Context: an optimization exercise on an open-source flow, tuned for small area, a short achievable clock period and few clock cycles. The choices shown serve that exercise and are no tape-out recipe.
Function was checked by simulation only, so behaviour that the tests miss may differ from the original.

==> job 4302: inputs <==
==> flow/design.v (excerpt) <==
module muldiv_unit_p #(
    parameter int WIDTH = 32,
    parameter int K     = 2,
    parameter int R4    = 0
) (
    input  logic             clk,
    input  logic             reset,
    input  logic             start,
    input  logic [2:0]       op,
    input  logic [WIDTH-1:0] src_a,
    input  logic [WIDTH-1:0] src_b,
    input  logic             cancel,
    input  logic             wr_en,
    input  logic             wr_hi,
    input  logic [WIDTH-1:0] wr_data,
    output logic             busy,
    output logic             done,
    output logic [WIDTH-1:0] hi,
    output logic [WIDTH-1:0] lo
);
Settings: LEC_CHECK=0, CAP_MARGIN=30, CORE_MARGIN=2, CORE_UTILIZATION=40, SETUP_SLACK_MARGIN=5, SLEW_MARGIN=30; clock period 13.0 ns.
run.sh (not shown) runs the stock make flow with config.mk's settings and CLKGATE_MAP_FILE= SYNTH_SCRIPT=/design/flow/synth_recipe.tcl, a recipe that flattens the netlist after the stock synthesis.
==> inputs of job 3771, as changes to job 4302 <==
--- a/flow/design.v
+++ b/flow/design.v
@@ -1,9 +1,8 @@
 module muldiv_unit_p #(
     parameter int WIDTH = 32,
-    parameter int K     = 2,
-    parameter int R4    = 0
+    parameter int K     = 2
 ) (
     input  logic             clk,
     input  logic             reset,
     input  logic             start,
     input  logic [2:0]       op,
@@ -29,11 +28,11 @@
     logic          ym1_q;                
     logic [31:0]   r_q, q_q;             
     logic [5:0]    cnt_q;                
     logic          first_q;              
     logic          triv_q, bzero_q;      
-    logic          qneg_q, rneg_q, qz_q;    
+    logic          qneg_q, rneg_q, fixq_q, fixr_q;
     logic          selacc_q, selt_q, selfix_q;    
     function automatic logic [5:0] lzc32(input logic [31:0] v);
         lzc32 = 6'd32;
         for (int i = 0; i < 32; i++) if (v[i]) lzc32 = 6'(31 - i);
     endfunction
@@ -51,19 +50,22 @@
         in_sa  = in_sgn && src_a[31];
         in_sb  = in_sgn && src_b[31];
     end
     muldiv_bk_add #(.W(32)) u_am (.a(src_a ^ {32{in_sa}}), .b(32'h0), .cin(in_sa), .s(in_am), .cout(am_co));
     muldiv_bk_add #(.W(32)) u_bm (.a(src_b ^ {32{in_sb}}), .b(32'h0), .cin(in_sb), .s(in_bm), .cout(bm_co));
-    logic [6:0]  in_she;
+    logic [5:0]  in_she;
+    logic [31:0] in_cmp_s;
+    logic        in_a_ge_b;
+    muldiv_bk_add #(.W(32)) u_icmp (.a(in_am), .b(~in_bm), .cin(1'b1), .s(in_cmp_s), .cout(in_a_ge_b));
     always_comb begin
         in_za  = lzc32(src_a ^ {32{in_sa}});
         in_zb  = lzc32(src_b ^ {32{in_sb}});
-        in_she = 7'({1'b0, in_zb} - {1'b0, in_za}) + 7'(in_sa);
+        in_she = 6'(in_zb - in_za) + 6'(in_sa);    
         in_ncyc = 6'd1;
         in_shp  = 6'(K - 1);
         for (int i = 0; i < 34; i++) begin
-            if (in_she == 7'(i)) begin
+            if (in_she == 6'(i)) begin
                 in_ncyc = 6'(i / K + 1);
                 in_shp  = 6'((i / K + 1) * K - 1);
             end
         end
         in_dal = DW'(in_bm) << in_shp;
@@ -76,12 +78,12 @@
     logic [63:0] addend, tree_a, tree_b, tsum;
     logic        fixq, fixr, tsum_co;
     assign sub  = op_q[2] & op_q[1];
     assign xs   = {xe_q[32], xe_q};
     assign yb   = {ye_q[17:0], ym1_q};
-    assign fixq = selfix_q && qneg_q && !qz_q;    
-    assign fixr = selfix_q && rneg_q;
+    assign fixq = selfix_q && fixq_q;
+    assign fixr = selfix_q && fixr_q;
     always_comb begin
         addend = 64'h0;
         if (selacc_q) addend = {hi, lo};
         if (selt_q)   addend = {18'h0, r_q, q_q[31:18]};
         if (selfix_q) addend = {(fixr ? ~r_q : r_q), (fixq ? ~q_q : q_q)};
@@ -1213,58 +1215,26 @@
     assign tree_a[62] = hc327;
     assign tree_b[62] = hs328;
     assign tree_a[63] = hc328;
     assign tree_b[63] = hs329;
     muldiv_bk_add #(.W(64)) u_cpa (.a(tree_a), .b(tree_b), .cin(1'b0), .s(tsum), .cout(tsum_co));
-    localparam int NU = R4 + (K - 2 * R4);
-    logic [31:0]   rs [0:NU];
-    logic [K-1:0]  qbits;
-    assign rs[0] = r_q;
-    for (genvar u = 0; u < NU; u++) begin : g_unit
-        if (u < R4) begin : g_r4
-            localparam int J = 2 * u;
-            logic [DW-1:0] d1, d2;
-            logic          z1, z2, c1, c2, ge1, ge2, ge3, co3;
-            logic [31:0]   t1, t2;
-            logic [33:0]   cs_s, cs_c, t3;
-            assign d2 = DW'(ye_q) >> J;           
-            assign d1 = DW'(ye_q) >> (J + 1);
-            assign z1 = (d1[DW-1:32] == '0);
-            assign z2 = (d2[DW-1:32] == '0);
-            muldiv_bk_add #(.W(32)) u_t1 (.a(rs[u]), .b(~d1[31:0]), .cin(1'b1), .s(t1), .cout(c1));
-            muldiv_bk_add #(.W(32)) u_t2 (.a(rs[u]), .b(~d2[31:0]), .cin(1'b1), .s(t2), .cout(c2));
-            always_comb begin
-                logic [33:0] x, y, z;
-                x    = {2'b00, rs[u]};
-                y    = ~{2'b00, d1[31:0]};
-                z    = ~{2'b00, d2[31:0]};
-                cs_s = x ^ y ^ z;
-                cs_c = {((x[32:0] & y[32:0]) | (x[32:0] & z[32:0]) | (y[32:0] & z[32:0])), 1'b1};
-            end
-            muldiv_bk_add #(.W(34)) u_t3 (.a(cs_s), .b(cs_c), .cin(1'b1), .s(t3), .cout(co3));
-            assign ge1 = z1 && c1;
-            assign ge2 = z2 && c2;
-            assign ge3 = z2 && !t3[33];
-            assign qbits[K-1-J]   = ge2;
-            assign qbits[K-2-J]   = ge2 ? ge3 : ge1;
-            assign rs[u+1] = ge2 ? (ge3 ? t3[31:0] : t2) : (ge1 ? t1 : rs[u]);
-        end else begin : g_r2
-            localparam int J = 2 * R4 + (u - R4);
-            logic [DW-1:0] d1;
-            logic          z1, c1, ge1;
-            logic [31:0]   t1;
-            assign d1 = DW'(ye_q) >> J;
-            assign z1 = (d1[DW-1:32] == '0);
-            muldiv_bk_add #(.W(32)) u_t1 (.a(rs[u]), .b(~d1[31:0]), .cin(1'b1), .s(t1), .cout(c1));
-            assign ge1 = z1 && c1;
-            assign qbits[K-1-J] = ge1;
-            assign rs[u+1] = ge1 ? t1 : rs[u];
-        end
+    logic [DW-1:0] rs [0:K];
+    logic [DW-1:0] dsub [0:K-1];
+    logic          dge [0:K-1];
+    assign rs[0] = DW'(r_q);
+    for (genvar j = 0; j < K; j++) begin : g_step
+        logic [DW-1:0] dj;
+        assign dj = DW'(ye_q) >> j;
+        muldiv_bk_add #(.W(DW)) u_sub (.a(rs[j]), .b(~dj), .cin(1'b1), .s(dsub[j]), .cout(dge[j]));
+        assign rs[j+1] = dge[j] ? dsub[j] : rs[j];
     end
     logic [31:0] r_n, q_n;
-    assign r_n = rs[NU];
-    assign q_n = {q_q[31-K:0], qbits};
+    always_comb begin
+        r_n = rs[K][31:0];
+        q_n = q_q;
+        for (int j = 0; j < K; j++) q_n = {q_n[30:0], dge[j]};
+    end
     logic negres;
     assign negres = qneg_q || rneg_q;
     always_ff @(posedge clk or posedge reset) begin
         if (reset) begin
             busy <= 1'b0;
@@ -1339,11 +1309,11 @@
             op_q    <= op;
             ym1_q   <= 1'b0;
             short_q <= fit_a || fit_b;
             first_q <= 1'b1;
             bzero_q <= (src_b == 32'h0);
-            triv_q  <= (src_b == 32'h0) || in_she[6];
+            triv_q  <= (src_b == 32'h0) || !in_a_ge_b;
             qneg_q  <= in_sa ^ in_sb;
             rneg_q  <= in_sa;
             r_q     <= in_am;
             q_q     <= 32'h0;
             cnt_q   <= in_ncyc;
@@ -1360,12 +1330,13 @@
                 end
                 DSTEP: begin
                     r_q    <= r_n;
                     q_q    <= q_n;
                     cnt_q  <= cnt_q - 6'd1;
-                    qz_q   <= (q_n == 32'h0);
                     ye_q   <= (cnt_q == 6'd1) ? '0 : YW'(ye_q >> K);
+                    fixq_q <= qneg_q;    
+                    fixr_q <= rneg_q;
                 end
                 default: ;
             endcase
         end
     end
--- a/flow/config.mk
+++ b/flow/config.mk
@@ -5,8 +5,8 @@
 export SDC_FILE = /design/flow/constraint.sdc
 export NUM_CORES = 4
 export LEC_CHECK = 0
 export CAP_MARGIN = 30
 export CORE_MARGIN = 2
-export CORE_UTILIZATION = 40
+export CORE_UTILIZATION = 65
 export SETUP_SLACK_MARGIN = 5
 export SLEW_MARGIN = 30
==> metrics.cfg <==
[sta]
timing.fmax_ghz=0.126

[status]
run_status=timing/DRC/antenna clean

[yosys]
synth-warning-count=8

[floorplan]
die_height_um=248

[drt]
route.detailed.wl_per_inst_um=30.1

[critical_path]
crit_top_cell=a21oi_1

[hold_path]
terminating_pin_of_the_worst_hold_path=fixq_q$_DFFE_PP_
holdPathStages=0

[final_layout]
count_of_flip_flops_and_latches=220

[end of results for job 3771]
==> metrics.cfg <==
[hold_path]
holdPathStages=1
terminating_pin_of_the_worst_hold_path=lo[1]$_DFFE_PP0P_

[yosys]
synth-warning-count=5
synthMuxAreaShare_pct=4.71
synth_most_common_cell=inv_1
synth-xor-area-share_pct=13.0

[floorplan]
die_height_um=311

[sta]
timing.fmax_ghz=0.124

[status]
run_status=timing/DRC/antenna clean

[final_layout]
final_non_filler_cells=5824

[drt]
route.detailed.wl_per_inst_um=28.4

[clock_network]
clkLatencyLatePin_ns=0.62

[end of results for job 4302]
Testbench counts of job 4302, summed over its fixed seeds: cycles 15,792.
Testbench counts of job 3771, summed over its fixed seeds: cycles 15,716.

[port drivers added, routing unchanged]
In the flow no input, the clock included, has a driving cell. The finished layouts below were timed again as built, in two steps.
Step 1, drivers: a clkbuf_16 drives clk and a buf_2 each remaining input, both assumed.
Step 2 moves the port delays by t, midway between the first and last clock arrival at a register: inputs arrive t later, outputs are due t later. That takes back most of the time a late clock gives input paths.
Three values: ideal, step 1, step 2; two values: the first two.
| run | shift t [ns] | slack for setup (ns) | worst slew at a driven data input, ns |
|---|---|---|---|
| job 4302 | 0.680 | 4.919 / 4.949 / 4.269 | 0.06 |
| job 3771 | 0.661 | 5.072 / 5.072 / 4.499 | 0.06 |
After both steps setup and hold are still met in every run listed. For job 4302, which loses most, drivers alone change the setup slack by +0.030 ns; drivers and shift together by -0.650 ns.
